This design comes from an exercise in tuning for small area, a short achievable clock period and few clock cycles per item on the open sky130 flow, not from production work.
In this exercise RTL edits were held to simulation tests only and were not proved equivalent to the original.
No activity file was given, so power comes from the tool's default toggle rates.

==> flow/design.v, too long to show whole: its modules and the start of the top module <==
// module fx_round_sat: 53 lines
// module dense_neuron_mac: 1241 lines
module dense_neuron_mac #(
  parameter int unsigned N     = nn_pkg::N,
  parameter int unsigned FRAC  = nn_pkg::FRAC,
  parameter int unsigned LEN_W = 9,
  parameter int unsigned ACC_W = 72
) (
  input  logic                    clk,
  input  logic                    rst,
  input  logic                    start,
  input  logic        [LEN_W-1:0] len,
  input  logic signed [N-1:0]     bias,
  input  logic                    relu_en,
  input  logic                    in_valid,
  output logic                    in_ready,
  input  logic signed [N-1:0]     x,
  input  logic signed [N-1:0]     w,
  output logic                    out_valid,
  input  logic                    out_ready,
  output logic signed [N-1:0]     out,
  output logic                    sat,
  output logic                    busy,
  output logic                    done
);
  // ...
==> flow/flow/run.sh <==
#!/bin/bash
set -euo pipefail
bash standard.sh 'BUFFER_PORTS_ARGS=-buffer_cell sky130_fd_sc_hd__buf_2' SETUP_SLACK_MARGIN=8.3 TNS_END_PERCENT=20 SKIP_INCREMENTAL_REPAIR=1 SYNTH_ARGS=-noabc finish > flow_standard.log 2>&1
==> flow/standard.sh <==
#!/bin/bash
# synth_recipe.tcl (not shown) runs the flow's synth.tcl, then flattens the netlist and writes it again
# the make line also repeats each setting of config.mk as NAME=value (left out here)
make -C /OpenROAD-flow-scripts/flow DESIGN_CONFIG=/design/flow/config.mk WORK_HOME=/design/flow/orfs CLKGATE_MAP_FILE= SYNTH_SCRIPT=/design/flow/synth_recipe.tcl "${@:-finish}"
==> flow/config.mk <==
export PLATFORM = sky130hd
export DESIGN_NAME = dense_neuron_mac
export DESIGN_NICKNAME = dense_neuron_mac
export VERILOG_FILES = /design/flow/design.v
export SDC_FILE = /design/flow/constraint.sdc
export NUM_CORES = 4
export LEC_CHECK = 0
export CAP_MARGIN = 20
export CORE_MARGIN = 2
export CORE_UTILIZATION = 50
export SLEW_MARGIN = 20
==> flow/constraint.sdc <==
create_clock -name core_clock -period 12.0 [get_ports {clk}]
set_input_delay 2.4000 -clock core_clock [delete_from_list [all_inputs] [get_ports {clk}]]
set_output_delay 2.4000 -clock core_clock [all_outputs]
set_load 0.01 [all_outputs]
==> reports/qor.yml, run 1 <==
status:
  status: "timing/DRC/antenna clean"
layout:
  design_area_um2: 39700
  regArea_um2: 5742
  top_regs: "acc_s x72, acc_c x71"
  multi_input_area_share: 0.6800
  nMultiInputCombCells: 2698
  final_cell_count_no_fill: 4371
  top_area_cell_class: "multi-input gates"
critical_path:
  start_kind: "register"
  crit_buf_inv: 0
  worstPathCellList: "ha_1, nand4_1, nor3_1, o2111ai_1, and3_1, o2111ai_1, nand3_1, xnor2_1, nand2_8, and3b_1"
  r2r_start: "acc_c[13]$_DFF_P_"
  crit_path_end: "out_q[31]$_SDFF_PP0_"
  crit_cells: 10
  end_kind: "register"
  r2r_setup_slack_ns: 8.08
floorplanning:
  dieArea_um2: 70150
  coreArea_um2: 67280
  start_util: 0.5057
  io_pins: 148
logic_synthesis:
  synth_top_cell_by_area: "fa_1"
  synthXorXnorAreaFrac: 0.2273
  synthArstFlopShare: 0.02198
  syn_inst: 3402
  synth_top_cells_by_area: "fa_1, xnor2_1, dfxtp_1, a22oi_1, ha_1"
  synth_most_common_cell: "xnor2_1"
  synthSimpleGateAreaFrac: 0.05498
min_path:
  min_from: "fin1_q$_DFF_PN0_"
power_and_ir_drop:
  p_clk_frac: 0.508
  power_leader: "the clock network"
  p_int_uw: 1684
routing:
  wl_per_cell_um: 30.42
  drt_iter0_markers: 3670
timing:
  skew_ns: 0.03012
  fin_crit_ns: 3.920
placement:
  portBuffers: 147
Testbench counts, summed over its fixed seeds: cycles 13,071, beats 11,791.
==> inputs of run 2 (changes only) <==
==> flow/flow/run.sh (replaced) <==
#!/bin/bash
set -euo pipefail
bash standard.sh 'BUFFER_PORTS_ARGS=-buffer_cell sky130_fd_sc_hd__buf_2' SETUP_SLACK_MARGIN=8.3 TNS_END_PERCENT=0 SKIP_INCREMENTAL_REPAIR=1 SYNTH_ARGS=-noabc finish > flow_standard.log 2>&1
--- a/flow/config.mk
+++ b/flow/config.mk
@@ -7,5 +7,5 @@
 export LEC_CHECK = 0
 export CAP_MARGIN = 20
 export CORE_MARGIN = 2
-export CORE_UTILIZATION = 50
+export CORE_UTILIZATION = 40
 export SLEW_MARGIN = 20
==> reports/qor.yml, run 2 <==
status:
  status: "timing/DRC/antenna clean"  # unchanged
grt:
  track_usage: 0.2726  # was 0.3784
  met2_usage: 0.4047  # was 0.5566
  grt_pass1_vias: 28050  # was 30360
  busiest_layer: "met2"  # unchanged
  overflow: 0  # unchanged
  grtUsageMet1: 0.3664  # was 0.4888
  antenna_found_initial: 1  # was 2
  grtUsageMet3: 0.08416  # was 0.1398
  grt_max_degree: 42  # was 44
  grt_pass1_wl_mm: 178.9  # was 196.0 mm
floorplanning:
  dieArea_um2: 87400  # was 70150 um2
  die_h_um: 295.6  # was 264.9 um
  io_pins: 148  # unchanged
  coreArea_um2: 83950  # was 67280 um2
  rows: 106  # was 95
  start_util: 0.4052  # was 0.5057
  die_x_um: 295.6  # was 264.9 um
critical_path:
  end_kind: "register"  # unchanged
  worstPathCellList: "buf_12, a22oi_1, xnor2_1, fa_1, fa_1, fa_1, fa_1, maj3_1, maj3_1"  # was ha_1, nand4_1, nor3_1, o2111ai_1, and3_1, o2111ai_1, nand3_1, xnor2_1, nand2_8, and3b_1
  cpMostUsedCell: "fa_1"  # was o2111ai_1
  path_class: "reg2reg"  # unchanged
  crit_fanout: 33  # was 32
  crit_slowest_cell: "fa_1"  # was nor3_1
  cpPeakStageDelay_ns: 0.52  # was 0.47 ns
  crit_required_ns: 12.45  # was 12.47 ns
  start_kind: "register"  # unchanged
  arrival_ns: 4.33  # was 4.39 ns
timing:
  final-max-slew-violation-count: 0  # unchanged
  clock.fmax_ghz: 0.2578  # was 0.2551 GHz
  finalHoldViolCount: 0  # unchanged
  hold_slack_ns: 0.3642  # was 0.3589 ns
  skew_ns: 0.03417  # was 0.03012 ns
  fin_crit_ns: 3.878  # was 3.920 ns
  slew_headroom: 0.5199  # was 0.5090
  fin_tns_setup_ns: 0  # unchanged
  setup_viol_count_final: 0  # unchanged
  worstMarginPinSlew_ns: 0.7201  # was 0.7270 ns
  post-route-period-util: 0.3232  # was 0.3266
routing:
  drt_wl_total_mm: 118.7  # was 132.9 mm
  vias: 26950  # was 28780
  avgViaCountPerCell: 5.887  # was 6.584
  drc: 0  # unchanged
  drt_iter0_markers: 3223  # was 3670
  dr.pass1.iters: 7  # was 6
  drtAntennaViolNets: 0  # unchanged
  wl_per_cell_um: 25.92  # was 30.42 um
layout:
  diodes: 0  # was 1
  n_fill_cell: 7781  # was 5633
  layout_commonest_cell: "xnor2_1"  # unchanged
  top_regs: "acc_s x72, acc_c x71"  # unchanged
  utilization: 0.4659  # was 0.5901
  final_cell_mix: "xnor2_1, a22oi_1, fa_1"  # unchanged
  largest-register: "acc_s"  # unchanged
  regArea_um2: 5737  # was 5742 um2
  area_delta_synth_final_pct: 14.96  # was 16.68%
  drive_gt1_frac: 0.1478  # was 0.1679
  design_area_um2: 39110  # was 39700 um2
  final_nets: 4126  # was 4180
  largest_reg_flops: 72  # unchanged
  multi_input_area_um2: 26900  # was 26990 um2
run:
  max_cap_violations: 0  # unchanged
logic_synthesis:
  synth_common_cells: "xnor2_1, a22oi_1, fa_1, dfxtp_1, clkbuf_1"  # unchanged
  ys_ff_latch: 273  # unchanged
  netlist_area_um2: 34020  # unchanged
  synth_flop_cell: "dfxtp_1"  # unchanged
  synth_top_cells_by_area: "fa_1, xnor2_1, dfxtp_1, a22oi_1, ha_1"  # unchanged
  synth_most_common_cell: "xnor2_1"  # unchanged
  synth_top_cell_by_area: "fa_1"  # unchanged
  yosysTopAreaCellShare: 0.2583  # unchanged
  yosysUniqueCellTypes: 61  # unchanged
  syn_inst: 3402  # unchanged
  yosysSeqAreaShare: 0.1645  # unchanged
  synth_edf_count: 10  # unchanged
  yosys_warnings: 4  # unchanged
  synth_nets: 4113  # unchanged
  synthArstFlopShare: 0.02198  # unchanged
  syn-mean-instance-area_um2: 10.00  # unchanged
min_path:
  hp-class: "reg2reg"  # unchanged
power_and_ir_drop:
  p_per_area_nw_per_um2: 59.83  # was 57.68 nW/um2
  p_total_uw: 2340  # was 2290 uW
  p_leak_uw: 0.01603  # was 0.01644 uW
  ir_drop_mv: 0.08448  # was 0.09601 mV
clocking:
  cts_tree: "done"  # unchanged
  cts_resized: 255  # was 319
  clock_latency_ns: 0.60  # about the same
  cts_buffers: 37  # was 38
  clk_pin_slew_worst_paths_ns: 0.06  # about the same
  cts_sinks: 273  # unchanged
  cts_setup_buffers: 26  # was 61
  cts_hold_buf: 0  # unchanged
  clk_path_buf_depth: 3  # unchanged
  root_buffer: "clkbuf_16"  # unchanged
  cts_htree_levels: 2  # unchanged
placement:
  gp_congestion: 0.8896  # was 0.9277
  hpwl_mm: 74.58  # was 74.92 mm
  placed_area_um2: 35630  # was 35320 um2
  portBuffers: 147  # unchanged
-- run 2: cell types whose count changed in the layout (fill, tap and decap cells not counted), sizes merged --
cell      change
buf          -38
clkbuf        -3
clkinv        +1
bufinv        +4
diode         -1
clkinvlp      -2
bufbuf       -15
-- run 2: layer usage --
| metal | vias to the layer above | routed length [um] |
|---|---|---|
| met1 | 13240 | 47600 |
| met2 | 1808 | 50160 |
| li1 | 11510 | - |
| met5 | - | 14 |
| met4 | 2 | 5480 |
| met3 | 391 | 15420 |
-- run 2: per-stage QoR --
stage               std cells  worst slack (ns)
floorplan                3402             8.226
global placement         4457             7.668
detailed placement       4457             7.557
CTS                      4578             8.221
global route             4578             8.015
finish                   4578             8.122
-- run 2: logic make-up after synthesis --
group / count (synthesis) / synth area share
DFF: 273 / 0.1645
and+or+nand+nor: 398 / 0.05498
AOI/OAI and AO/OA: 670 / 0.1423
xor gates and xnor gates: 882 / 0.2273
adders and majority gates: 715 / 0.3514
muxes: 33 / 0.01103
buffers and inverters: 431 / 0.04855
-- run 2: final timing paths --
check                                  start                endpoint  slack (ns)  cells after the start
min                         fin1_q$_DFF_PN0_        fin2_q$_DFF_PN0_        0.36                      0
max                        one_a[10]$_DFF_P_       acc_c[38]$_DFF_P_        8.12                      9
min in group asynchronous                rst        fin1_q$_DFF_PN0_        1.63                      1
min reg2reg                 fin1_q$_DFF_PN0_        fin2_q$_DFF_PN0_        0.36                      0
max in group asynchronous                rst  in_ready_q$_DFFE_PN0P_       10.22                      1
max reg2reg                one_a[10]$_DFF_P_       acc_c[38]$_DFF_P_        8.12                      9
-- run 2: cell type report --
class,count,share of cell area
tap,1134,0.03628
clock buffer,49,0.02610
inverter,127,0.01238
clock inverter,19,0.008638
timing repair buffer,278,0.08202
sequential,273,0.1467
multi-input combinational,2698,0.6879
-- run 2: critical path, delay by kind of cell (launching register included) --
family          cells  cell delay [ns]
compound gates      1             0.15
xor+xnor            1             0.24
buf+inv             1             0.27
flops               1             0.35
fa+ha+maj           6             2.69
-- run 2: where the power goes --
| group | switching, uW | total (uW) | internal (uW) | leakage [uW] |
|---|---|---|---|---|
| logic | 115 | 181 | 65.9 | 0.0131 |
| clock network | 476 | 1240 | 760 | 0.000664 |
| registers | 9.23 | 922 | 913 | 0.00231 |
| total | 601 | 2340 | 1740 | 0.0160 |
==> inputs of run 3 (changes only) <==
--- a/flow/config.mk
+++ b/flow/config.mk
@@ -7,5 +7,5 @@
 export LEC_CHECK = 0
 export CAP_MARGIN = 20
 export CORE_MARGIN = 2
-export CORE_UTILIZATION = 40
+export CORE_UTILIZATION = 50
 export SLEW_MARGIN = 20
==> reports/qor.yml, run 3 <==
clocking:
  cts_sinks: 273  # unchanged
  clock_latency_ns: 0.58  # was 0.60 ns
  cts_hold_buf: 0  # unchanged
  clk_pin_slew_worst_paths_ns: 0.06  # about the same
  root_buffer: "clkbuf_16"  # unchanged
  cts_resized: 260  # was 255
  cts_tree: "done"  # unchanged
  cts_buffers: 36  # was 37
  clk_path_buf_depth: 3  # unchanged
  cts_htree_levels: 2  # unchanged
  cts_setup_buffers: 29  # was 26
critical_path:
  end_kind: "register"  # unchanged
  path_class: "reg2reg"  # unchanged
  crit_required_ns: 12.44  # was 12.45 ns
  start_kind: "register"  # unchanged
  crit_path_start: "one_a[6]$_DFF_P_"  # was one_a[10]$_DFF_P_
  cpPeakStageDelay_ns: 0.63  # was 0.52 ns
  crit_fanout: 33  # unchanged
  r2r_start: "one_a[6]$_DFF_P_"  # was one_a[10]$_DFF_P_
  cpMostUsedCell: "fa_1"  # unchanged
  arrival_ns: 4.30  # was 4.33 ns
  worstPathCellList: "buf_12, a22oi_1, xnor2_1, fa_1, fa_1, fa_1, fa_2, maj3_1, maj3_1"  # was buf_12, a22oi_1, xnor2_1, fa_1, fa_1, fa_1, fa_1, maj3_1, maj3_1
  crit_slowest_cell: "fa_1"  # unchanged
timing:
  skew_ns: 0.01908  # was 0.03417 ns
  setup_viol_count_final: 0  # unchanged
  fin_crit_ns: 3.855  # was 3.878 ns
  slew_headroom: 0.2877  # was 0.5199
  finalHoldViolCount: 0  # unchanged
  clock.fmax_ghz: 0.2594  # was 0.2578 GHz
  fin_tns_setup_ns: 0  # unchanged
  worstMarginPinSlew_ns: 1.066  # was 0.7201 ns
  post-route-period-util: 0.3213  # was 0.3232
  final-max-slew-violation-count: 0  # unchanged
grt:
  grt_max_degree: 35  # was 42
  overflow: 0  # unchanged
  grt_pass1_vias: 29990  # was 28050
  grt_pass1_wl_mm: 191.4  # was 178.9 mm
  track_usage: 0.3659  # was 0.2726
  antenna_found_initial: 5  # was 1
min_path:
  min_from: "fin1_q$_DFF_PN0_"  # unchanged
  hp-class: "reg2reg"  # unchanged
layout:
  n_fill_cell: 5734  # was 7781
  largest-register: "acc_s"  # unchanged
  drive_gt1_frac: 0.1481  # was 0.1478
  final_cell_mix: "xnor2_1, a22oi_1, fa_1"  # unchanged
  top_regs: "acc_s x72, acc_c x71"  # unchanged
  area_delta_synth_final_pct: 15.04  # was 14.96%
  design_area_um2: 39140  # was 39110 um2
  largest_reg_flops: 72  # unchanged
  final_cell_count_no_fill: 4332  # was 4578
  layout_commonest_cell: "xnor2_1"  # unchanged
  final_nets: 4144  # was 4126
routing:
  vias: 28320  # was 26950
  drc: 0  # unchanged
  dr.pass1.iters: 7  # unchanged
  drt_wl_total_mm: 128.9  # was 118.7 mm
  drt_iter0_markers: 3708  # was 3223
  wl_per_cell_um: 29.75  # was 25.92 um
  drtAntennaViolNets: 0  # unchanged
  avgViaCountPerCell: 6.538  # was 5.887
logic_synthesis:
  synth_top_cell_by_area: "fa_1"  # unchanged
  ys_ff_latch: 273  # unchanged
  yosysTopAreaCellShare: 0.2583  # unchanged
  synthArstFlopShare: 0.02198  # unchanged
  yosysUniqueCellTypes: 61  # unchanged
  synth_common_cells: "xnor2_1, a22oi_1, fa_1, dfxtp_1, clkbuf_1"  # unchanged
  syn_inst: 3402  # unchanged
  synth_flop_cell: "dfxtp_1"  # unchanged
  synth_most_common_cell: "xnor2_1"  # unchanged
  synth_nets: 4113  # unchanged
  synth_top_cells_by_area: "fa_1, xnor2_1, dfxtp_1, a22oi_1, ha_1"  # unchanged
  synth_edf_count: 10  # unchanged
  yosys_warnings: 4  # unchanged
  yosysSeqAreaShare: 0.1645  # unchanged
  syn-mean-instance-area_um2: 10.00  # unchanged
  netlist_area_um2: 34020  # unchanged
floorplanning:
  dieArea_um2: 70150  # was 87400 um2
  coreArea_um2: 67280  # was 83950 um2
  rows: 95  # was 106
  io_pins: 148  # unchanged
  start_util: 0.5057  # was 0.4052
  die_x_um: 264.9  # was 295.6 um
  die_h_um: 264.9  # was 295.6 um
status:
  status: "timing/DRC/antenna clean"  # unchanged
power_and_ir_drop:
  p_leak_uw: 0.01619  # was 0.01603 uW
  p_total_uw: 2300  # was 2340 uW
  p_per_area_nw_per_um2: 58.77  # was 59.83 nW/um2
  ir_drop_mv: 0.08263  # was 0.08448 mV
placement:
  hpwl_mm: 75.01  # was 74.58 mm
  dp.cells: 4198  # was 4457
  placed_area_um2: 35320  # was 35630 um2
  gp_congestion: 0.9055  # was 0.8896
  portBuffers: 147  # unchanged
run:
  max_cap_violations: 0  # unchanged
run 3: logic make-up (layout without fill, tap and decap cells):
| kind of cell | count (synthesis) | count (layout) | share of synthesized area |
|---|---|---|---|
| xor+xnor | 882 | 882 | 0.2273 |
| simple gates | 398 | 398 | 0.05498 |
| buf+inv | 431 | 487 | 0.04855 |
| compound gates | 670 | 670 | 0.1423 |
| mux | 33 | 33 | 0.01103 |
| other cells | 0 | 1 | 0 |
| flops | 273 | 273 | 0.1645 |
| fa+ha+maj | 715 | 715 | 0.3514 |
run 3: where the power goes:
group | switching (uW) | total, uW | leakage (uW) | internal [uW]
sequential | 9.59 | 923 | 0.00230 | 914
clock | 454 | 1190 | 0.000625 | 734
combinational | 120 | 189 | 0.0133 | 69.1
total | 583 | 2300 | 0.0162 | 1720
run 3: critical path, delay by kind of cell (launching register included):
| kind | cells | cell delay (ns) |
|---|---|---|
| compound gates | 1 | 0.13 |
| xor+xnor | 1 | 0.27 |
| fa+ha+maj | 6 | 2.72 |
| buf+inv | 1 | 0.25 |
| flops | 1 | 0.34 |
run 3: final cells by class:
type                    count  area, um2  share of cell area
flip-flops and latches    273       5725              0.1463
inverters                 127      489.2             0.01250
repair buffers            295       3714             0.09488
well taps                 873       1092             0.02791
multi-input cells        2698      26810              0.6851
clock buffers              46       1021             0.02609
clock inverters            17      262.8            0.006714
diodes                      1      2.502          0.00006394
repair inverters            2      17.52           0.0004476
run 3: layer usage:
layer	part of all wire	vias up	track usage	routed length (um)
met2	0.43	2130	0.5442	54880
li1	-	11550	-	-
met1	0.39	14100	0.4763	49670
met5	0.00031	-	0	40
met4	0.053	6	0.1722	6770
met3	0.14	536	0.1276	17510
run 3: path summary, 6_finish.rpt:
path                                          end  slack (ns)  cells past startpoint
hold reg to reg                  fin2_q$_DFF_PN0_        0.38                      0
hold / removal                   fin2_q$_DFF_PN0_        0.38                      0
min in group asynchronous      busy_q$_DFFE_PN0P_        1.63                      1
setup reg to reg                acc_c[33]$_DFF_P_        8.14                      9
setup / recovery                acc_c[33]$_DFF_P_        8.14                      9
max in group asynchronous  in_ready_q$_DFFE_PN0P_       10.21                      1
run 3: through the flow:
| step | worst slack, ns | utilization | hold slack [ns] |
|---|---|---|---|
| after global placement | 7.506 | 0.5249 | 0.3401 |
| final | 8.145 | 0.5817 | 0.3751 |
| after CTS | 8.219 | 0.5817 | 0.3730 |
| after global routing | 8.030 | 0.5817 | 0.3770 |
| after detailed placement | 7.376 | 0.5249 | 0.3358 |
| after floorplan | 8.226 | - | 0.3312 |
==> inputs of run 4 (changes only) <==
--- a/flow/config.mk
+++ b/flow/config.mk
@@ -5,7 +5,7 @@
 export SDC_FILE = /design/flow/constraint.sdc
 export NUM_CORES = 4
 export LEC_CHECK = 0
-export CAP_MARGIN = 20
+export CAP_MARGIN = 0
 export CORE_MARGIN = 2
 export CORE_UTILIZATION = 50
-export SLEW_MARGIN = 20
+export SLEW_MARGIN = 0
==> reports/qor.yml, run 4 <==
status:
  status: "timing/DRC/antenna clean"  # unchanged
power_and_ir_drop:
  p_per_area_nw_per_um2: 58.77  # unchanged
  p_leak_uw: 0.01619  # unchanged
  p_total_uw: 2300  # unchanged
  ir_drop_mv: 0.08263  # unchanged
critical_path:
  crit_required_ns: 12.44  # about the same
  cpPeakStageDelay_ns: 0.63  # about the same
  path_class: "reg2reg"  # unchanged
  path_delay_family: "adder cells"  # unchanged
  crit_slowest_cell: "fa_1"  # unchanged
  crit_buf_inv: 1  # unchanged
  crit_fanout: 33  # unchanged
  r2r_setup_slack_ns: 8.14  # about the same
  start_kind: "register"  # unchanged
  worstPathCellList: "buf_12, a22oi_1, xnor2_1, fa_1, fa_1, fa_1, fa_2, maj3_1, maj3_1"  # unchanged
  cpMostUsedCell: "fa_1"  # unchanged
  arrival_ns: 4.30  # about the same
  end_kind: "register"  # unchanged
layout:
  drive_gt1_frac: 0.1481  # unchanged
  multi_input_area_um2: 26810  # unchanged
  final_cell_mix: "xnor2_1, a22oi_1, fa_1"  # unchanged
  top_regs: "acc_s x72, acc_c x71"  # unchanged
  layout_commonest_cell: "xnor2_1"  # unchanged
  utilization: 0.5817  # unchanged
  area_delta_synth_final_pct: 15.04  # unchanged
  n_fill_cell: 5734  # unchanged
  design_area_um2: 39140  # unchanged
  largest_reg_flops: 72  # unchanged
  largest-register: "acc_s"  # unchanged
  regArea_um2: 5725  # unchanged
  final_nets: 4144  # unchanged
floorplanning:
  start_util: 0.5057  # unchanged
  die_h_um: 264.9  # unchanged
  io_pins: 148  # unchanged
  coreArea_um2: 67280  # unchanged
  die_x_um: 264.9  # unchanged
  rows: 95  # unchanged
  dieArea_um2: 70150  # unchanged
timing:
  finalHoldViolCount: 0  # unchanged
  fin_crit_ns: 3.855  # unchanged
  post-route-period-util: 0.3213  # unchanged
  skew_ns: 0.01908  # unchanged
  worstMarginPinSlew_ns: 1.066  # unchanged
  fin_ws_ns: 8.145  # unchanged
  final-max-slew-violation-count: 0  # unchanged
  clock.fmax_ghz: 0.2594  # unchanged
  fin_tns_setup_ns: 0  # unchanged
  slew_headroom: 0.2877  # unchanged
  setup_viol_count_final: 0  # unchanged
logic_synthesis:
  synthAdderAreaFrac: 0.3514  # unchanged
  synth_compound_area_frac: 0.1423  # unchanged
  yosysSeqAreaShare: 0.1645  # unchanged
  synthSimpleGateAreaFrac: 0.05498  # unchanged
  syn-mean-instance-area_um2: 10.00  # unchanged
  syn_inst: 3402  # unchanged
  yosys_warnings: 4  # unchanged
  netlist_area_um2: 34020  # unchanged
  synth_top_cells_by_area: "fa_1, xnor2_1, dfxtp_1, a22oi_1, ha_1"  # unchanged
  synthArstFlopShare: 0.02198  # unchanged
  synth_edf_count: 10  # unchanged
  yosysUniqueCellTypes: 61  # unchanged
  synth_nets: 4113  # unchanged
  synth_common_cells: "xnor2_1, a22oi_1, fa_1, dfxtp_1, clkbuf_1"  # unchanged
  ys_ff_latch: 273  # unchanged
  synth_top_cell_by_area: "fa_1"  # unchanged
  synth_most_common_cell: "xnor2_1"  # unchanged
  muxShareOfSynthArea: 0.01103  # unchanged
  synth_top_family_by_area: "adder cells"  # unchanged
  synthXorXnorAreaFrac: 0.2273  # unchanged
  synth_flop_cell: "dfxtp_1"  # unchanged
  yosysTopAreaCellShare: 0.2583  # unchanged
placement:
  placed_area_um2: 35320  # unchanged
  hpwl_mm: 75.01  # unchanged
  preCtsSetupSlack_ns: 7.376  # unchanged
  portBuffers: 147  # unchanged
  gp_congestion: 0.9055  # unchanged
clocking:
  root_buffer: "clkbuf_16"  # unchanged
  cts_htree_levels: 2  # unchanged
  cts_hold_buf: 0  # unchanged
  cts_setup_buffers: 29  # unchanged
  clk_path_buf_depth: 3  # unchanged
  clk_pin_slew_worst_paths_ns: 0.06  # about the same
  cts_tree: "done"  # unchanged
  cts_buffers: 36  # unchanged
  cts_sinks: 273  # unchanged
  cts_resized: 260  # unchanged
  clock_latency_ns: 0.58  # about the same
routing:
  vias: 28320  # unchanged
  dr.pass1.iters: 7  # unchanged
  avgViaCountPerCell: 6.538  # unchanged
  drt_iter0_markers: 3708  # unchanged
  drt_wl_total_mm: 128.9  # unchanged
  drtAntennaViolNets: 0  # unchanged
  drc: 0  # unchanged
  wl_per_cell_um: 29.75  # unchanged
grt:
  track_usage: 0.3659  # unchanged
  grt_max_degree: 35  # unchanged
  grt_pass1_vias: 29990  # unchanged
  grt_pass1_wl_mm: 191.4  # unchanged
  antenna_found_initial: 5  # unchanged
  overflow: 0  # unchanged
run:
  max_cap_violations: 0  # unchanged
min_path:
  hp-class: "reg2reg"  # unchanged
run 4: cell counts in the layout (fill, tap and decap cells not counted):
No cell type changed its count.
run 4: logic make-up (layout without fill, tap and decap cells):
kind of cell,Yosys count,in the layout
simple gates,398,398
other cells,0,1
buf+inv,431,487
fa+ha+maj,715,715
flops,273,273
mux,33,33
compound gates,670,670
xor+xnor,882,882
run 4: worst register-to-register path: stages (launching register included):
cell and delay, ns:
dfxtp_2 0.34, buf_12 0.25, a22oi_1 0.16, xnor2_1 0.27
fa_1 0.49, fa_1 0.63, fa_1 0.47, fa_2 0.40
maj3_1 0.39, maj3_1 0.34
run 4: cell type report:
type	count	area share
inverter	127	0.01250
multi-input combinational	2698	0.6851
timing repair inverter	2	0.0004476
antenna	1	0.00006394
tap	873	0.02791
clock inverter	17	0.006714
sequential	273	0.1463
clock buffer	46	0.02609
timing repair buffer	295	0.09488
run 4: power by group:
part           internal, uW  switching [uW]  total (uW)
Combinational          69.1             120         189
Clock                   734             454        1190
Sequential              914            9.59         923
run 4: worst paths after layout:
| check | startpoint | to | cells after the start |
|---|---|---|---|
| max | one_a[6]$_DFF_P_ | acc_c[33]$_DFF_P_ | 9 |
| min | fin1_q$_DFF_PN0_ | fin2_q$_DFF_PN0_ | 0 |
| max reg2reg | one_a[6]$_DFF_P_ | acc_c[33]$_DFF_P_ | 9 |
| min reg2reg | fin1_q$_DFF_PN0_ | fin2_q$_DFF_PN0_ | 0 |
| max in group asynchronous | rst | in_ready_q$_DFFE_PN0P_ | 1 |
| min in group asynchronous | rst | busy_q$_DFFE_PN0P_ | 1 |
run 4: per-stage QoR:
step                      cells  hold slack (ns)
final                      4332           0.3751
after global routing       4331           0.3770
after CTS                  4331           0.3730
after detailed placement   4198           0.3358
after global placement     4198           0.3401
after floorplan            3402           0.3312
run 4: layer usage:
metal | wire (um) | part of all wire | up-vias | track usage
met5 | 40 | 0.00031 | - | 0
met2 | 54880 | 0.43 | 2130 | 0.5442
met3 | 17510 | 0.14 | 536 | 0.1276
met4 | 6770 | 0.053 | 6 | 0.1722
met1 | 49670 | 0.39 | 14100 | 0.4763
li1 | - | - | 11550 | -
==> inputs of run 5 (changes only) <==
--- a/flow/config.mk
+++ b/flow/config.mk
@@ -5,7 +5,8 @@
 export SDC_FILE = /design/flow/constraint.sdc
 export NUM_CORES = 4
 export LEC_CHECK = 0
-export CAP_MARGIN = 0
+export CAP_MARGIN = 20
 export CORE_MARGIN = 2
-export CORE_UTILIZATION = 50
-export SLEW_MARGIN = 0
+export CORE_UTILIZATION = 45
+export PLACE_DENSITY = 0.72
+export SLEW_MARGIN = 20
==> reports/qor.yml, run 5 <==
critical_path:
  start_kind: "register"  # unchanged
  r2r_start: "neg_a[12]$_DFF_P_"  # was one_a[6]$_DFF_P_
  crit_fanout: 34  # was 33
  r2r_setup_slack_ns: 8.04  # was 8.14 ns
  cpMostUsedCell: "fa_1"  # unchanged
  arrival_ns: 4.40  # was 4.30 ns
  end_kind: "register"  # unchanged
  path_delay_family: "adder cells"  # unchanged
  crit_required_ns: 12.45  # was 12.44 ns
  r2r-end: "acc_c[36]$_DFF_P_"  # was acc_c[33]$_DFF_P_
  path_class: "reg2reg"  # unchanged
  worstPathCellList: "buf_6, xnor2_1, fa_1, fa_1, fa_1, fa_1, maj3_1, maj3_1"  # was buf_12, a22oi_1, xnor2_1, fa_1, fa_1, fa_1, fa_2, maj3_1, maj3_1
  crit_slowest_cell: "fa_1"  # unchanged
  reg2reg_depth: 8  # was 9
  crit_buf_inv: 1  # unchanged
  cpPeakStageDelay_ns: 0.55  # was 0.63 ns
layout:
  top_regs: "acc_s x72, acc_c x71"  # unchanged
  final_nets: 4094  # was 4144
  drive_gt1_frac: 0.1288  # was 0.1481
  final_cell_mix: "xnor2_1, a22oi_1, fa_1"  # unchanged
  largest-register: "acc_s"  # unchanged
  layout_commonest_cell: "xnor2_1"  # unchanged
  largest_reg_flops: 72  # unchanged
  utilization: 0.5081  # was 0.5817
  design_area_um2: 37950  # was 39140 um2
  area_delta_synth_final_pct: 11.56  # was 15.04%
power_and_ir_drop:
  p_leak_uw: 0.01556  # was 0.01619 uW
  p_per_area_nw_per_um2: 57.97  # was 58.77 nW/um2
  ir_drop_mv: 0.07646  # was 0.08263 mV
grt:
  grt_max_degree: 43  # was 35
  grt_pass1_wl_mm: 171.5  # was 191.4 mm
  track_usage: 0.2885  # was 0.3659
  overflow: 0  # unchanged
  antenna_found_initial: 2  # was 5
  grt_pass1_vias: 28600  # was 29990
logic_synthesis:
  synth_flop_cell: "dfxtp_1"  # unchanged
  netlist_area_um2: 34020  # unchanged
  synth_most_common_cell: "xnor2_1"  # unchanged
  yosysSeqAreaShare: 0.1645  # unchanged
  yosysTopAreaCellShare: 0.2583  # unchanged
  synthSimpleGateAreaFrac: 0.05498  # unchanged
  synth_top_cell_by_area: "fa_1"  # unchanged
  muxShareOfSynthArea: 0.01103  # unchanged
  syn-mean-instance-area_um2: 10.00  # unchanged
  syn_inst: 3402  # unchanged
  synth_edf_count: 10  # unchanged
  synthArstFlopShare: 0.02198  # unchanged
  synth_common_cells: "xnor2_1, a22oi_1, fa_1, dfxtp_1, clkbuf_1"  # unchanged
  yosysUniqueCellTypes: 61  # unchanged
  ys_ff_latch: 273  # unchanged
  synthXorXnorAreaFrac: 0.2273  # unchanged
  synth_top_cells_by_area: "fa_1, xnor2_1, dfxtp_1, a22oi_1, ha_1"  # unchanged
  synth_nets: 4113  # unchanged
  synth_top_family_by_area: "adder cells"  # unchanged
  synth_compound_area_frac: 0.1423  # unchanged
  synthAdderAreaFrac: 0.3514  # unchanged
  yosys_warnings: 4  # unchanged
placement:
  portBuffers: 147  # unchanged
  gp_congestion: 0.8777  # was 0.9055
  hpwl_mm: 70.10  # was 75.01 mm
  preCtsSetupSlack_ns: 7.630  # was 7.376 ns
  placed_area_um2: 35380  # was 35320 um2
timing:
  fin_tns_setup_ns: 0  # unchanged
  worstMarginPinSlew_ns: 1.178  # was 1.066 ns
  slew_headroom: 0.2128  # was 0.2877
  skew_ns: 0.05812  # was 0.01908 ns
  clock.fmax_ghz: 0.2527  # was 0.2594 GHz
  setup_viol_count_final: 0  # unchanged
  fin_crit_ns: 3.957  # was 3.855 ns
  final-max-slew-violation-count: 0  # unchanged
  post-route-period-util: 0.3298  # was 0.3213
  finalHoldViolCount: 0  # unchanged
  fin_ws_ns: 8.043  # was 8.145 ns
routing:
  wl_met1_mm: 42.21  # was 49.67 mm
  drt_iter0_markers: 3501  # was 3708
  drtAntennaViolNets: 0  # unchanged
  wl_per_cell_um: 25.76  # was 29.75 um
  vias: 27410  # was 28320
  dr_wl_met2_mm: 48.52  # was 54.88 mm
  avgViaCountPerCell: 6.258  # was 6.538
  drc: 0  # unchanged
  drt_wl_total_mm: 112.8  # was 128.9 mm
  wl_met3_mm: 16.06  # was 17.51 mm
  dr.pass1.iters: 8  # was 7
  topRoutingLayerUsed: "met5"  # unchanged
clocking:
  clk_path_buf_depth: 3  # unchanged
  cts_setup_buffers: 17  # was 29
  cts_resized: 173  # was 260
  cts_sinks: 273  # unchanged
  cts_buffers: 36  # unchanged
  cts_htree_levels: 2  # unchanged
  cts_tree: "done"  # unchanged
  clk_pin_slew_worst_paths_ns: 0.06  # about the same
  root_buffer: "clkbuf_16"  # unchanged
  cts_hold_buf: 0  # unchanged
  clock_latency_ns: 0.62  # was 0.58 ns
run:
  max_cap_violations: 0  # unchanged
floorplanning:
  die_x_um: 279.0  # was 264.9 um
  die_h_um: 279.0  # was 264.9 um
  coreArea_um2: 74700  # was 67280 um2
  start_util: 0.4555  # was 0.5057
  dieArea_um2: 77820  # was 70150 um2
  rows: 100  # was 95
  io_pins: 148  # unchanged
status:
  status: "timing/DRC/antenna clean"  # unchanged
min_path:
  hp-class: "reg2reg"  # unchanged
  min_from: "fin1_q$_DFF_PN0_"  # unchanged
  min_to: "fin2_q$_DFF_PN0_"  # unchanged
  worstHoldPathCells: 0  # unchanged
## run 5: cell counts after synthesis
Identical to the previous run, type by type.
## run 5: routing by layer
metal  GRT usage  up-vias
met5     0.01001        -
met4      0.1394        6
met3     0.09832      502
met2      0.4342     2079
met1      0.3702    13380
li1            -    11440
## run 5: final cells by class
| class | count | area (um2) |
|---|---|---|
| diodes | 2 | 5.005 |
| clock buffers | 44 | 960.9 |
| clock inverters | 20 | 265.3 |
| fillers | 6508 | 36740 |
| inverters | 127 | 479.2 |
| multi-input cells | 2698 | 26810 |
| flip-flops and latches | 273 | 5704 |
| well taps | 969 | 1212 |
| repair buffers | 247 | 2517 |
## run 5: stage by stage
step / power (uW) / hold WS, ns / instances
after floorplan: 996.7 / 0.3312 / 3402
after global placement: 1065 / 0.3376 / 4285
after detailed placement: 1066 / 0.3441 / 4285
after CTS: 2211 / 0.3502 / 4378
after global routing: 2255 / 0.3565 / 4378
final: 2200 / 0.3499 / 4380
## run 5: worst max path at each step
stage,from,end,slack (ns),cells past startpoint
after floorplan,neg_a[12]$_DFF_P_,acc_c[38]$_DFF_P_,8.23,9
after global placement,in_valid,count_q[6]$_DFFE_PP_,7.66,3
after detailed placement,in_valid,count_q[6]$_DFFE_PP_,7.63,3
after CTS,xa[14]$_DFF_P_,acc_c[36]$_DFF_P_,8.15,9
after global routing,two_a[2]$_DFF_P_,acc_c[39]$_DFF_P_,7.99,10
final,neg_a[12]$_DFF_P_,acc_c[36]$_DFF_P_,8.04,8
## run 5: kinds of logic after synthesis
family	Yosys count
AO/OA/AOI/OAI	670
flip-flops	273
adder cells (fa/ha/maj)	715
multiplexers	33
XOR/XNOR	882
AND/OR/NAND/NOR	398
buffers and inverters	431
## run 5: worst reg2reg max path, cell delays in order, from the launching register on
cell	delay, ns
dfxtp_2	0.33
buf_6	0.49
xnor2_1	0.24
fa_1	0.46
fa_1	0.52
fa_1	0.44
fa_1	0.55
maj3_1	0.42
maj3_1	0.33
## run 5: where the power goes
group	total, uW	leakage, uW	switching [uW]	internal (uW)
Sequential	924	0.00230	9.91	914
Combinational	151	0.0127	104	46.4
Clock	1130	0.000586	479	647
==> inputs of run 6 (changes only) <==
==> flow/flow/run.sh (replaced) <==
#!/bin/bash
set -euo pipefail
bash standard.sh 'BUFFER_PORTS_ARGS=-buffer_cell sky130_fd_sc_hd__buf_2' SETUP_SLACK_MARGIN=7.8 TNS_END_PERCENT=0 SKIP_INCREMENTAL_REPAIR=1 SYNTH_ARGS=-noabc finish > flow_standard.log 2>&1
==> reports/qor.yml, run 6 <==
status:
  status: "timing/DRC/antenna clean"  # unchanged
layout:
  utilization: 0.4900  # was 0.5081
  drive_gt1_frac: 0.1171  # was 0.1288
  final_cell_mix: "xnor2_1, a22oi_1, fa_1"  # unchanged
  top_regs: "acc_s x72, acc_c x71"  # unchanged
  final_nets: 4070  # was 4094
  diodes: 0  # was 2
  regArea_um2: 5648  # was 5704 um2
  final_cell_count_no_fill: 4351  # was 4380
  n_fill_cell: 6689  # was 6508
  area_delta_synth_final_pct: 7.587  # was 11.56%
  largest-register: "acc_s"  # unchanged
  layout_commonest_cell: "xnor2_1"  # unchanged
  multi_input_area_um2: 26780  # was 26810 um2
  largest_reg_flops: 72  # unchanged
logic_synthesis:
  yosys_warnings: 4  # unchanged
  yosysSeqAreaShare: 0.1645  # unchanged
  yosysTopAreaCellShare: 0.2583  # unchanged
  synth_common_cells: "xnor2_1, a22oi_1, fa_1, dfxtp_1, clkbuf_1"  # unchanged
  synth_most_common_cell: "xnor2_1"  # unchanged
  synth_top_cells_by_area: "fa_1, xnor2_1, dfxtp_1, a22oi_1, ha_1"  # unchanged
  synth_top_cell_by_area: "fa_1"  # unchanged
  yosysUniqueCellTypes: 61  # unchanged
  synthArstFlopShare: 0.02198  # unchanged
  netlist_area_um2: 34020  # unchanged
  synth_flop_cell: "dfxtp_1"  # unchanged
  ys_ff_latch: 273  # unchanged
  synth_edf_count: 10  # unchanged
  syn-mean-instance-area_um2: 10.00  # unchanged
  syn_inst: 3402  # unchanged
  synth_nets: 4113  # unchanged
power_and_ir_drop:
  p_leak_uw: 0.01505  # was 0.01556 uW
  p_per_area_nw_per_um2: 59.04  # was 57.97 nW/um2
  ir_drop_mv: 0.1225  # was 0.07646 mV
grt:
  busiest_layer: "met2"  # unchanged
  track_usage: 0.2805  # was 0.2885
  grt_pass1_vias: 28290  # was 28600
  met2_usage: 0.4242  # was 0.4342
  overflow: 0  # unchanged
  grtUsageMet1: 0.3614  # was 0.3702
  grt_pass1_wl_mm: 168.1  # was 171.5 mm
  antenna_found_initial: 0  # was 2
  grt_max_degree: 67  # was 43
  grtUsageMet3: 0.09464  # was 0.09832
timing:
  fin_ws_ns: 7.572  # was 8.043 ns
  skew_ns: 0.02697  # was 0.05812 ns
  slew_headroom: 0.1848  # was 0.2128
  worstMarginPinSlew_ns: 1.223  # was 1.178 ns
  finalHoldViolCount: 0  # unchanged
  fin_crit_ns: 4.428  # was 3.957 ns
  fin_tns_setup_ns: 0  # unchanged
  final-max-slew-violation-count: 0  # unchanged
  post-route-period-util: 0.3690  # was 0.3298
  clock.fmax_ghz: 0.2259  # was 0.2527 GHz
  setup_viol_count_final: 0  # unchanged
placement:
  gp_congestion: 0.9029  # was 0.8777
  dp.cells: 4290  # was 4285
  portBuffers: 147  # unchanged
  hpwl_mm: 70.86  # was 70.10 mm
  preCtsSetupSlack_ns: 7.642  # was 7.630 ns
floorplanning:
  dieArea_um2: 77820  # unchanged
  die_h_um: 279.0  # unchanged
  rows: 100  # unchanged
  start_util: 0.4555  # unchanged
  coreArea_um2: 74700  # unchanged
  die_x_um: 279.0  # unchanged
  io_pins: 148  # unchanged
clocking:
  cts_buffers: 36  # unchanged
  cts_sinks: 273  # unchanged
  cts_htree_levels: 2  # unchanged
  cts_hold_buf: 0  # unchanged
  cts_resized: 2  # was 173
  cts_setup_buffers: 0  # was 17
  clk_path_buf_depth: 3  # unchanged
  root_buffer: "clkbuf_16"  # unchanged
  clk_pin_slew_worst_paths_ns: 0.05  # was 0.06 ns
  cts_tree: "done"  # unchanged
  clock_latency_ns: 0.57  # was 0.62 ns
routing:
  vias: 27020  # was 27410
  drt_wl_total_mm: 109.3  # was 112.8 mm
  avgViaCountPerCell: 6.211  # was 6.258
  drtAntennaViolNets: 0  # unchanged
  dr.pass1.iters: 8  # unchanged
  wl_per_cell_um: 25.11  # was 25.76 um
  drc: 0  # unchanged
  drt_iter0_markers: 3472  # was 3501
critical_path:
  crit_fanout: 33  # was 34
  crit_required_ns: 12.42  # was 12.45 ns
  start_kind: "register"  # unchanged
  reg2reg_depth: 8  # unchanged
  path_class: "reg2reg"  # unchanged
  cpMostUsedCell: "fa_1"  # unchanged
  arrival_ns: 4.85  # was 4.40 ns
  worstPathCellList: "a22oi_1, xnor2_1, fa_1, fa_1, fa_1, fa_1, maj3_1, maj3_1"  # was buf_6, xnor2_1, fa_1, fa_1, fa_1, fa_1, maj3_1, maj3_1
  end_kind: "register"  # unchanged
  cpPeakStageDelay_ns: 1.07  # was 0.55 ns
  crit_slowest_cell: "dfxtp_2"  # was fa_1
min_path:
  hp-class: "reg2reg"  # unchanged
  worstHoldPathCells: 0  # unchanged
run:
  max_cap_violations: 0  # unchanged
[run 6: logic make-up after synthesis]
| group | Yosys count | share of synthesized area |
|---|---|---|
| and+or+nand+nor | 398 | 0.05498 |
| adders and majority gates | 715 | 0.3514 |
| DFF | 273 | 0.1645 |
| AOI/OAI and AO/OA | 670 | 0.1423 |
| muxes | 33 | 0.01103 |
| xor gates and xnor gates | 882 | 0.2273 |
| buffers and inverters | 431 | 0.04855 |
[run 6: worst paths after layout]
kind / endpoint / slack, ns / start
worst min register to register: fin2_q$_DFF_PN0_ / 0.36 / fin1_q$_DFF_PN0_
worst max register to register: acc_c[36]$_DFF_P_ / 7.57 / one_a[11]$_DFF_P_
worst max-delay path: acc_c[36]$_DFF_P_ / 7.57 / one_a[11]$_DFF_P_
min in group asynchronous: in_ready_q$_DFFE_PN0P_ / 1.66 / rst
max in group asynchronous: busy_q$_DFFE_PN0P_ / 10.17 / rst
worst min-delay path: fin2_q$_DFF_PN0_ / 0.36 / fin1_q$_DFF_PN0_
[run 6: stage by stage]
step / hold slack [ns] / total power, uW / cell area (um2)
2_1_floorplan: 0.3312 / 996.7 / 34020
3_3_place_gp: 0.3416 / 1067 / 35420
3_5_place_dp: 0.3457 / 1068 / 35420
4_1_cts: 0.3660 / 2173 / 36600
5_1_grt: 0.3683 / 2221 / 36600
6_report: 0.3631 / 2161 / 36600
[run 6: critical path: cells and delay by family (launching register included)]
| family | cells | cell delay (ns) |
|---|---|---|
| adders and majority gates | 6 | 2.69 |
| DFF | 1 | 1.07 |
| xor gates and xnor gates | 1 | 0.25 |
| AOI/OAI and AO/OA | 1 | 0.24 |
[run 6: cell type report]
type / instances / share of cell area
timing repair buffer: 223 / 0.03579
clock inverter: 15 / 0.005469
multi-input combinational: 2698 / 0.7316
clock buffer: 46 / 0.02673
inverter: 127 / 0.01302
tap: 969 / 0.03312
sequential: 273 / 0.1543
[run 6: routing by layer]
layer | vias to the layer above | part of all wire
li1 | 11380 | -
met1 | 13120 | 0.38
met2 | 2047 | 0.43
met3 | 478 | 0.14
met4 | 2 | 0.050
met5 | - | 0.0015
[run 6: power breakdown]
part | switching [uW] | internal, uW | leakage, uW
Combinational | 99.1 | 30.8 | 0.0122
Clock | 441 | 663 | 0.000579
Sequential | 10.1 | 918 | 0.00229
==> inputs of run 7 (changes only) <==
==> flow/flow/run.sh (replaced) <==
#!/bin/bash
set -euo pipefail
bash standard.sh 'BUFFER_PORTS_ARGS=-buffer_cell sky130_fd_sc_hd__buf_2' SETUP_SLACK_MARGIN=9.0 TNS_END_PERCENT=0 SKIP_INCREMENTAL_REPAIR=1 SYNTH_ARGS=-noabc finish > flow_standard.log 2>&1
==> reports/qor.yml, run 7 <==
status:
  status: "timing/DRC/antenna clean"  # unchanged
critical_path:
  start_kind: "register"  # unchanged
  crit_path_end: "acc_c[36]$_DFF_P_"  # unchanged
  r2r_start: "two_a[14]$_DFF_P_"  # was one_a[11]$_DFF_P_
  crit_path_start: "two_a[14]$_DFF_P_"  # was one_a[11]$_DFF_P_
  end_kind: "register"  # unchanged
  crit_fanout: 32  # was 33
  r2r_setup_slack_ns: 8.25  # was 7.57 ns
  reg2reg_depth: 9  # was 8
  arrival_ns: 4.20  # was 4.85 ns
  r2r-end: "acc_c[36]$_DFF_P_"  # unchanged
  path_class: "reg2reg"  # unchanged
  crit_required_ns: 12.45  # was 12.42 ns
clocking:
  cts_buffers: 36  # unchanged
  clock_latency_ns: 0.58  # was 0.57 ns
  cts_setup_buffers: 32  # was 0
  cts_resized: 224  # was 2
  cts_tree: "done"  # unchanged
  clk_path_buf_depth: 3  # unchanged
  cts_hold_buf: 0  # unchanged
  root_buffer: "clkbuf_16"  # unchanged
  clk_pin_slew_worst_paths_ns: 0.06  # was 0.05 ns
  cts_htree_levels: 2  # unchanged
  cts_sinks: 273  # unchanged
routing:
  dr.pass1.iters: 7  # was 8
  topRoutingLayerUsed: "met5"  # unchanged
  avgViaCountPerCell: 6.336  # was 6.211
  wl_met3_mm: 17.10  # was 15.52 mm
  drt_wl_total_mm: 115.4  # was 109.3 mm
  wl_met1_mm: 42.91  # was 41.36 mm
  wl_per_cell_um: 26.20  # was 25.11 um
  vias: 27900  # was 27020
  drc: 0  # unchanged
  drt_iter0_markers: 3907  # was 3472
  drtAntennaViolNets: 0  # unchanged
  dr_wl_met2_mm: 48.71  # was 46.75 mm
logic_synthesis:
  yosys_warnings: 4  # unchanged
  synth_most_common_cell: "xnor2_1"  # unchanged
  ys_ff_latch: 273  # unchanged
  synth_top_cells_by_area: "fa_1, xnor2_1, dfxtp_1, a22oi_1, ha_1"  # unchanged
  syn-mean-instance-area_um2: 10.00  # unchanged
  synth_nets: 4113  # unchanged
  netlist_area_um2: 34020  # unchanged
  yosysUniqueCellTypes: 61  # unchanged
  yosysSeqAreaShare: 0.1645  # unchanged
  synth_common_cells: "xnor2_1, a22oi_1, fa_1, dfxtp_1, clkbuf_1"  # unchanged
  synth_flop_cell: "dfxtp_1"  # unchanged
  syn_inst: 3402  # unchanged
  yosysTopAreaCellShare: 0.2583  # unchanged
  synth_top_cell_by_area: "fa_1"  # unchanged
  synth_edf_count: 10  # unchanged
  synthArstFlopShare: 0.02198  # unchanged
power_and_ir_drop:
  p_per_area_nw_per_um2: 56.79  # was 59.04 nW/um2
  p_leak_uw: 0.01596  # was 0.01505 uW
  ir_drop_mv: 0.08775  # was 0.1225 mV
  p_total_uw: 2207  # was 2161 uW
grt:
  grt_max_degree: 37  # was 67
  grt_pass1_vias: 28550  # was 28290
  antenna_found_initial: 4  # was 0
  overflow: 0  # unchanged
  grt_pass1_wl_mm: 174.4  # was 168.1 mm
  track_usage: 0.2945  # was 0.2805
layout:
  largest-register: "acc_s"  # unchanged
  area_delta_synth_final_pct: 14.21  # was 7.587%
  final_cell_mix: "xnor2_1, a22oi_1, fa_1"  # unchanged
  final_nets: 4119  # was 4070
  largest_reg_flops: 72  # unchanged
  top_regs: "acc_s x72, acc_c x71"  # unchanged
  drive_gt1_frac: 0.1622  # was 0.1171
  utilization: 0.5202  # was 0.4900
  layout_commonest_cell: "xnor2_1"  # unchanged
timing:
  final-max-slew-violation-count: 0  # unchanged
  fin_tns_setup_ns: 0  # unchanged
  skew_ns: 0.03008  # was 0.02697 ns
  worstMarginPinSlew_ns: 0.7990  # was 1.223 ns
  fin_crit_ns: 3.753  # was 4.428 ns
  setup_viol_count_final: 0  # unchanged
  post-route-period-util: 0.3127  # was 0.3690
  finalHoldViolCount: 0  # unchanged
  clock.fmax_ghz: 0.2665  # was 0.2259 GHz
  slew_headroom: 0.4673  # was 0.1848
placement:
  hpwl_mm: 71.00  # was 70.86 mm
  gp_congestion: 0.9099  # was 0.9029
  portBuffers: 147  # unchanged
run:
  max_cap_violations: 0  # unchanged
floorplanning:
  die_x_um: 279.0  # unchanged
  io_pins: 148  # unchanged
  coreArea_um2: 74700  # unchanged
  dieArea_um2: 77820  # unchanged
  die_h_um: 279.0  # unchanged
  rows: 100  # unchanged
  start_util: 0.4555  # unchanged
min_path:
  hp-class: "reg2reg"  # unchanged
run 7: critical path, stage by stage, from the launching register on:
cell and delay [ns]:
dfxtp_4 0.77, a22oi_1 0.17, xnor2_1 0.19, fa_1 0.41, fa_1 0.44, fa_1 0.45
fa_1 0.51, xnor2_2 0.24, xnor2_2 0.13, maj3_2 0.31
run 7: cell families after synthesis:
| family | count (synthesis) | synth area share |
|---|---|---|
| AND/OR/NAND/NOR | 398 | 0.05498 |
| AO/OA/AOI/OAI | 670 | 0.1423 |
| flip-flops | 273 | 0.1645 |
| buffers and inverters | 431 | 0.04855 |
| XOR/XNOR | 882 | 0.2273 |
| adder cells (fa/ha/maj) | 715 | 0.3514 |
| multiplexers | 33 | 0.01103 |
run 7: cell type report:
cell class | count | area, um2
Antenna cell | 1 | 2.502
Clock buffer | 48 | 997.2
Clock inverter | 15 | 192.7
Fill cell | 6306 | 35840
Inverter | 127 | 476.7
Multi-Input combinational cell | 2698 | 27140
Sequential cell | 273 | 5737
Tap cell | 969 | 1212
Timing Repair Buffer | 272 | 3097
run 7: worst min path at each step:
stage / from / end / slack, ns / cells past startpoint
after global placement: fin1_q$_DFF_PN0_ / fin2_q$_DFF_PN0_ / 0.34 / 0
after CTS: fin1_q$_DFF_PN0_ / fin2_q$_DFF_PN0_ / 0.35 / 0
after global routing: fin1_q$_DFF_PN0_ / fin2_q$_DFF_PN0_ / 0.36 / 0
final: fin1_q$_DFF_PN0_ / fin2_q$_DFF_PN0_ / 0.35 / 0
after floorplan: fin1_q$_DFF_PN0_ / fin2_q$_DFF_PN0_ / 0.33 / 0
after detailed placement: fin1_q$_DFF_PN0_ / fin2_q$_DFF_PN0_ / 0.34 / 0
run 7: layer usage:
layer	GRT usage	up-vias
met1	0.3803	13580
li1	-	11520
met2	0.4362	2268
met4	0.1456	10
met3	0.1038	529
met5	0.005629	-
run 7: through the flow:
step           worst slack, ns  hold WS, ns  area (um2)  cells
6_report                 8.247       0.3535       38860   4403
5_1_grt                  8.191       0.3590       38850   4402
4_1_cts                  8.359       0.3542       38850   4402
3_5_place_dp             7.738       0.3418       35600   4283
3_3_place_gp             7.847       0.3373       35600   4283
2_1_floorplan            8.544       0.3312       34760   3402
run 7: power breakdown:
group	switching [uW]	total, uW	internal, uW	leakage [uW]
registers	12.1	925	913	0.00231
logic	109	169	60.0	0.0131
clock network	441	1110	671	0.000585
==> inputs of run 8 (changes only) <==
==> flow/flow/run.sh (replaced) <==
#!/bin/bash
set -euo pipefail
bash standard.sh 'BUFFER_PORTS_ARGS=-buffer_cell sky130_fd_sc_hd__buf_2' SETUP_SLACK_MARGIN=8.6 TNS_END_PERCENT=5 SKIP_INCREMENTAL_REPAIR=1 SYNTH_ARGS=-noabc finish > flow_standard.log 2>&1
==> reports/qor.yml, run 8 <==
layout:
  drive_gt1_frac: 0.1803  # was 0.1622
  largest_reg_flops: 72  # unchanged
  layout_commonest_cell: "xnor2_1"  # unchanged
  final_nets: 4171  # was 4119
  top_regs: "acc_s x72, acc_c x71"  # unchanged
  area_delta_synth_final_pct: 16.69  # was 14.21%
  largest-register: "acc_s"  # unchanged
  final_cell_mix: "xnor2_1, a22oi_1, fa_1"  # unchanged
  n_fill_cell: 6267  # was 6306
floorplanning:
  coreArea_um2: 74700  # unchanged
  die_x_um: 279.0  # unchanged
  rows: 100  # unchanged
  dieArea_um2: 77820  # unchanged
  start_util: 0.4555  # unchanged
  io_pins: 148  # unchanged
  die_h_um: 279.0  # unchanged
logic_synthesis:
  muxShareOfSynthArea: 0.01103  # unchanged
  synth_top_cells_by_area: "fa_1, xnor2_1, dfxtp_1, a22oi_1, ha_1"  # unchanged
  synthAdderAreaFrac: 0.3514  # unchanged
  synth_nets: 4113  # unchanged
  synth_top_family_by_area: "adder cells"  # unchanged
  synth_top_cell_by_area: "fa_1"  # unchanged
  netlist_area_um2: 34020  # unchanged
  synth_edf_count: 10  # unchanged
  synthXorXnorAreaFrac: 0.2273  # unchanged
  synth_compound_area_frac: 0.1423  # unchanged
  ys_ff_latch: 273  # unchanged
  yosys_warnings: 4  # unchanged
  synth_flop_cell: "dfxtp_1"  # unchanged
  synthSimpleGateAreaFrac: 0.05498  # unchanged
  synth_most_common_cell: "xnor2_1"  # unchanged
  yosysUniqueCellTypes: 61  # unchanged
  syn_inst: 3402  # unchanged
  syn-mean-instance-area_um2: 10.00  # unchanged
  yosysSeqAreaShare: 0.1645  # unchanged
  yosysTopAreaCellShare: 0.2583  # unchanged
  synth_common_cells: "xnor2_1, a22oi_1, fa_1, dfxtp_1, clkbuf_1"  # unchanged
  synthArstFlopShare: 0.02198  # unchanged
routing:
  avgViaCountPerCell: 6.382  # was 6.336
  drt_iter0_markers: 4201  # was 3907
  drt_wl_total_mm: 121.4  # was 115.4 mm
  drtAntennaViolNets: 0  # unchanged
  dr.pass1.iters: 8  # was 7
  vias: 28460  # was 27900
  wl_per_cell_um: 27.22  # was 26.20 um
  drc: 0  # unchanged
status:
  status: "timing/DRC/antenna clean"  # unchanged
clocking:
  cts_resized: 271  # was 224
  cts_setup_buffers: 70  # was 32
  root_buffer: "clkbuf_16"  # unchanged
  clk_pin_slew_worst_paths_ns: 0.06  # about the same
  cts_hold_buf: 0  # unchanged
  cts_sinks: 273  # unchanged
  clock_latency_ns: 0.59  # was 0.58 ns
  cts_buffers: 36  # unchanged
  clk_path_buf_depth: 3  # unchanged
  cts_htree_levels: 2  # unchanged
  cts_tree: "done"  # unchanged
critical_path:
  crit_buf_inv: 1  # was 0
  arrival_ns: 4.29  # was 4.20 ns
  cpPeakStageDelay_ns: 0.46  # was 0.77 ns
  r2r_setup_slack_ns: 8.14  # was 8.25 ns
  crit_required_ns: 12.43  # was 12.45 ns
  start_kind: "register"  # unchanged
  crit_slowest_cell: "and3_1"  # was dfxtp_4
  path_delay_family: "simple AND/OR/NAND/NOR gates"  # was adder cells
  crit_fanout: 32  # unchanged
  r2r-end: "out_q[9]$_SDFF_PP0_"  # was acc_c[36]$_DFF_P_
  reg2reg_depth: 11  # was 9
  path_class: "reg2reg"  # unchanged
  r2r_start: "acc_s[20]$_DFF_P_"  # was two_a[14]$_DFF_P_
  end_kind: "register"  # unchanged
  worstPathCellList: "ha_1, nand4_1, nor3_2, o2111ai_1, and3_1, o211ai_2, xor2_2, mux2_4, nand2_2, buf_8, o21ai_2"  # was a22oi_1, xnor2_1, fa_1, fa_1, fa_1, fa_1, xnor2_2, xnor2_2, maj3_2
timing:
  post-route-period-util: 0.3219  # was 0.3127
  finalHoldViolCount: 0  # unchanged
  worstMarginPinSlew_ns: 0.8446  # was 0.7990 ns
  setup_viol_count_final: 0  # unchanged
  fin_ws_ns: 8.137  # was 8.247 ns
  clock.fmax_ghz: 0.2588  # was 0.2665 GHz
  fin_tns_setup_ns: 0  # unchanged
  slew_headroom: 0.4370  # was 0.4673
  final-max-slew-violation-count: 0  # unchanged
  fin_crit_ns: 3.863  # was 3.753 ns
  skew_ns: 0.03439  # was 0.03008 ns
min_path:
  min_to: "fin2_q$_DFF_PN0_"  # unchanged
  min_from: "fin1_q$_DFF_PN0_"  # unchanged
  worstHoldPathCells: 0  # unchanged
  hp-class: "reg2reg"  # unchanged
grt:
  grt_pass1_wl_mm: 182.2  # was 174.4 mm
  grtUsageMet3: 0.1228  # was 0.1038
  grt_max_degree: 40  # was 37
  grtUsageMet1: 0.3875  # was 0.3803
  busiest_layer: "met2"  # unchanged
  grt_pass1_vias: 29390  # was 28550
  met2_usage: 0.4557  # was 0.4362
  antenna_found_initial: 5  # was 4
  track_usage: 0.3097  # was 0.2945
  overflow: 0  # unchanged
power_and_ir_drop:
  p_per_area_nw_per_um2: 55.65  # was 56.79 nW/um2
  ir_drop_mv: 0.09627  # was 0.08775 mV
  p_leak_uw: 0.01635  # was 0.01596 uW
  p_total_uw: 2209  # was 2207 uW
run:
  max_cap_violations: 0  # unchanged
placement:
  hpwl_mm: 70.31  # was 71.00 mm
  preCtsSetupSlack_ns: 7.742  # was 7.738 ns
  gp_congestion: 0.9012  # was 0.9099
  portBuffers: 147  # unchanged
## run 8: cell types whose count changed in the layout (fill, tap and decap cells not counted), sizes merged
cell | before | now
buf | 248 | 290
bufbuf | 24 | 34
clkinv | 7 | 10
bufinv | 4 | 2
clkinvlp | 1 | 3
diode | 1 | 3
clkbuf | 48 | 47
inv | 130 | 131
## run 8: per-layer routing
layer	vias up	wire [um]
met5	-	173
met4	6	8148
met3	643	19230
met2	2472	50340
met1	13720	43510
li1	11630	-
## run 8: stage by stage
stage | std cells | cell area, um2 | util | hold WS (ns)
after floorplan | 3402 | 34760 | - | 0.3312
after global placement | 4285 | 35630 | 0.4769 | 0.3372
after detailed placement | 4285 | 35630 | 0.4769 | 0.3458
after CTS | 4457 | 39690 | 0.5314 | 0.3475
after global routing | 4458 | 39690 | 0.5314 | 0.3539
final | 4460 | 39700 | 0.5315 | 0.3465
## run 8: layout make-up
class | instances | area [um2] | share of cell area
multi-input cells | 2698 | 27190 | 0.6850
flip-flops and latches | 273 | 5743 | 0.1447
repair buffers | 324 | 3859 | 0.09720
well taps | 969 | 1212 | 0.03054
clock buffers | 47 | 1002 | 0.02525
inverters | 127 | 493.0 | 0.01242
clock inverters | 19 | 187.7 | 0.004728
diodes | 3 | 7.507 | 0.0001891
## run 8: cell families after synthesis
logic type	after synthesis
and+or+nand+nor	398
adders and majority gates	715
AOI/OAI and AO/OA	670
buffers and inverters	431
muxes	33
DFF	273
xor gates and xnor gates	882
## run 8: worst max-delay path by stage
stage,start,endpoint,slack [ns],cells after the start
2_1_floorplan,one_a[8]$_DFF_P_,acc_c[33]$_DFF_P_,8.54,10
3_3_place_gp,one_a[10]$_DFF_P_,acc_c[37]$_DFF_P_,7.79,9
3_5_place_dp,one_a[10]$_DFF_P_,acc_c[37]$_DFF_P_,7.74,9
4_1_cts,clr_a$_DFF_P_,acc_s[26]$_DFF_P_,8.30,9
5_1_grt,acc_s[20]$_DFF_P_,out_q[31]$_SDFF_PP0_,8.13,11
6_report,acc_s[20]$_DFF_P_,out_q[9]$_SDFF_PP0_,8.14,11
## run 8: worst register-to-register path, cell delays in order, from the launching register on
cell and delay, ns:
dfxtp_1 0.31, ha_1 0.43, nand4_1 0.32, nor3_2 0.40, o2111ai_1 0.42, and3_1 0.46
o211ai_2 0.24, xor2_2 0.21, mux2_4 0.34, nand2_2 0.09, buf_8 0.27, o21ai_2 0.22
## run 8: power by group
| group | switching (uW) | internal [uW] |
|---|---|---|
| clock | 464 | 640 |
| sequential | 8.09 | 912 |
| combinational | 118 | 67.1 |
| total | 591 | 1620 |
==> inputs of run 9 (changes only) <==
==> flow/flow/run.sh (replaced) <==
#!/bin/bash
set -euo pipefail
bash standard.sh 'BUFFER_PORTS_ARGS=-buffer_cell sky130_fd_sc_hd__buf_2' SETUP_SLACK_MARGIN=8.6 TNS_END_PERCENT=2 SKIP_INCREMENTAL_REPAIR=1 SYNTH_ARGS=-noabc finish > flow_standard.log 2>&1
==> reports/qor.yml, run 9 <==
run:
  max_cap_violations: 0  # unchanged
layout:
  drive_gt1_frac: 0.1745  # was 0.1803
  final_cell_count_no_fill: 4431  # was 4460
  area_delta_synth_final_pct: 15.72  # was 16.69%
  final_nets: 4147  # was 4171
  final_cell_mix: "xnor2_1, a22oi_1, fa_1"  # unchanged
  layout_commonest_cell: "xnor2_1"  # unchanged
  largest_reg_flops: 72  # unchanged
grt:
  busiest_layer: "met2"  # unchanged
  grtUsageMet1: 0.3791  # was 0.3875
  grtUsageMet3: 0.1169  # was 0.1228
  track_usage: 0.2996  # was 0.3097
  antenna_found_initial: 6  # was 5
  grt_max_degree: 37  # was 40
  grt_pass1_vias: 28950  # was 29390
min_path:
  min_from: "fin1_q$_DFF_PN0_"  # unchanged
  hp-class: "reg2reg"  # unchanged
  min_to: "fin2_q$_DFF_PN0_"  # unchanged
logic_synthesis:
  synth_top_cells_by_area: "fa_1, xnor2_1, dfxtp_1, a22oi_1, ha_1"  # unchanged
  ys_ff_latch: 273  # unchanged
  synthArstFlopShare: 0.02198  # unchanged
  synth_nets: 4113  # unchanged
  yosysTopAreaCellShare: 0.2583  # unchanged
  synth_flop_cell: "dfxtp_1"  # unchanged
  netlist_area_um2: 34020  # unchanged
  yosysUniqueCellTypes: 61  # unchanged
  syn_inst: 3402  # unchanged
  synth_most_common_cell: "xnor2_1"  # unchanged
  yosys_warnings: 4  # unchanged
  synth_edf_count: 10  # unchanged
placement:
  dp.cells: 4283  # was 4285
  placed_area_um2: 35600  # was 35630 um2
  portBuffers: 147  # unchanged
  preCtsSetupSlack_ns: 7.738  # was 7.742 ns
floorplanning:
  start_util: 0.4555  # unchanged
  io_pins: 148  # unchanged
  coreArea_um2: 74700  # unchanged
  dieArea_um2: 77820  # unchanged
routing:
  vias: 28060  # was 28460
  drtAntennaViolNets: 0  # unchanged
  dr.pass1.iters: 8  # unchanged
  drc: 0  # unchanged
  drt_wl_total_mm: 117.3  # was 121.4 mm
  avgViaCountPerCell: 6.332  # was 6.382
  wl_per_cell_um: 26.47  # was 27.22 um
clocking:
  clk_path_buf_depth: 3  # unchanged
  cts_setup_buffers: 55  # was 70
  clk_pin_slew_worst_paths_ns: 0.06  # about the same
  clock_latency_ns: 0.57  # was 0.59 ns
  root_buffer: "clkbuf_16"  # unchanged
  cts_resized: 263  # was 271
  cts_buffers: 36  # unchanged
  cts_sinks: 273  # unchanged
power_and_ir_drop:
  p_per_area_nw_per_um2: 56.22  # was 55.65 nW/um2
  p_leak_uw: 0.01619  # was 0.01635 uW
  ir_drop_mv: 0.09360  # was 0.09627 mV
critical_path:
  worstPathCellList: "buf_12, a22oi_1, xnor2_1, fa_2, fa_1, fa_1, fa_2, xnor2_2, xnor2_2, maj3_2"  # was ha_1, nand4_1, nor3_2, o2111ai_1, and3_1, o211ai_2, xor2_2, mux2_4, nand2_2, buf_8, o21ai_2
  crit_fanout: 15  # was 32
  arrival_ns: 4.20  # was 4.29 ns
  r2r_start: "xa[21]$_DFF_P_"  # was acc_s[20]$_DFF_P_
  r2r_setup_slack_ns: 8.24  # was 8.14 ns
  path_class: "reg2reg"  # unchanged
  start_kind: "register"  # unchanged
timing:
  final-max-slew-violation-count: 0  # unchanged
  fin_ws_ns: 8.245  # was 8.137 ns
  slew_headroom: 0.4264  # was 0.4370
  finalHoldViolCount: 0  # unchanged
  fin_tns_setup_ns: 0  # unchanged
  worstMarginPinSlew_ns: 0.8605  # was 0.8446 ns
  post-route-period-util: 0.3129  # was 0.3219
status:
  status: "timing/DRC/antenna clean"  # unchanged
[run 9: cell counts after synthesis]
No cell type changed its count.
[run 9: cell families (layout without fill, tap and decap cells)]
| group | count (synthesis) | after routing | share of synthesized area |
|---|---|---|---|
| mux | 33 | 33 | 0.01103 |
| flops | 273 | 273 | 0.1645 |
| buf+inv | 431 | 490 | 0.04855 |
| simple gates | 398 | 398 | 0.05498 |
| fa+ha+maj | 715 | 715 | 0.3514 |
| other cells | 0 | 1 | 0 |
| compound gates | 670 | 670 | 0.1423 |
| xor+xnor | 882 | 882 | 0.2273 |
[run 9: worst max-delay path by stage]
stage                       start                end  slack [ns]
2_1_floorplan    one_a[8]$_DFF_P_  acc_c[33]$_DFF_P_        8.54
3_3_place_gp        clr_a$_DFF_P_  acc_c[38]$_DFF_P_        7.85
3_5_place_dp    one_a[10]$_DFF_P_  acc_c[36]$_DFF_P_        7.74
4_1_cts        busy_q$_DFFE_PN0P_               busy        8.36
5_1_grt            xa[21]$_DFF_P_  acc_s[36]$_DFF_P_        8.18
6_report           xa[21]$_DFF_P_  acc_c[36]$_DFF_P_        8.24
[run 9: layout make-up]
class	count	area, um2
Multi-Input combinational cell	2698	27190
Sequential cell	273	5753
Fill cell	6239	35330
Tap cell	969	1212
Antenna cell	1	2.502
Clock inverter	15	192.7
Timing Repair Buffer	300	3532
Inverter	127	484.2
Clock buffer	48	997.2
[run 9: worst max-delay path: cells and delay by family, from the launching register on]
| family | cells | cell delay, ns |
|---|---|---|
| adders and majority gates | 5 | 2.33 |
| AOI/OAI and AO/OA | 1 | 0.26 |
| buffers and inverters | 1 | 0.16 |
| xor gates and xnor gates | 3 | 0.50 |
| DFF | 1 | 0.37 |
[run 9: per-layer routing]
layer | routed length (um) | up-vias
met4 | 7089 | 12
met2 | 49310 | 2284
met1 | 42730 | 13590
met3 | 17980 | 600
met5 | 184 | -
li1 | - | 11580
[run 9: power by group]
| part | total [uW] | internal, uW | leakage (uW) | switching, uW |
|---|---|---|---|---|
| registers | 924 | 912 | 0.00231 | 11.8 |
| clock network | 1110 | 671 | 0.000585 | 443 |
| logic | 176 | 64.1 | 0.0133 | 112 |
| total | 2210 | 1650 | 0.0162 | 566 |
[run 9: per-stage QoR]
stage                     total power [uW]  hold WS [ns]    util
after floorplan                       1002        0.3312       -
after global placement                1066        0.3373  0.4766
after detailed placement              1066        0.3418  0.4766
after CTS                             2219        0.3542  0.5270
after global routing                  2266        0.3590  0.5270
final                                 2213        0.3523  0.5271

Re-timed with assumed drivers on the ports (clkbuf_16 on the clock, buf_2 on other inputs), run 9 has 8.245 ns of setup slack against 8.245 ns with ideal ports, and 8.229 ns once port delays also move by the mid clock arrival of 0.629 ns.
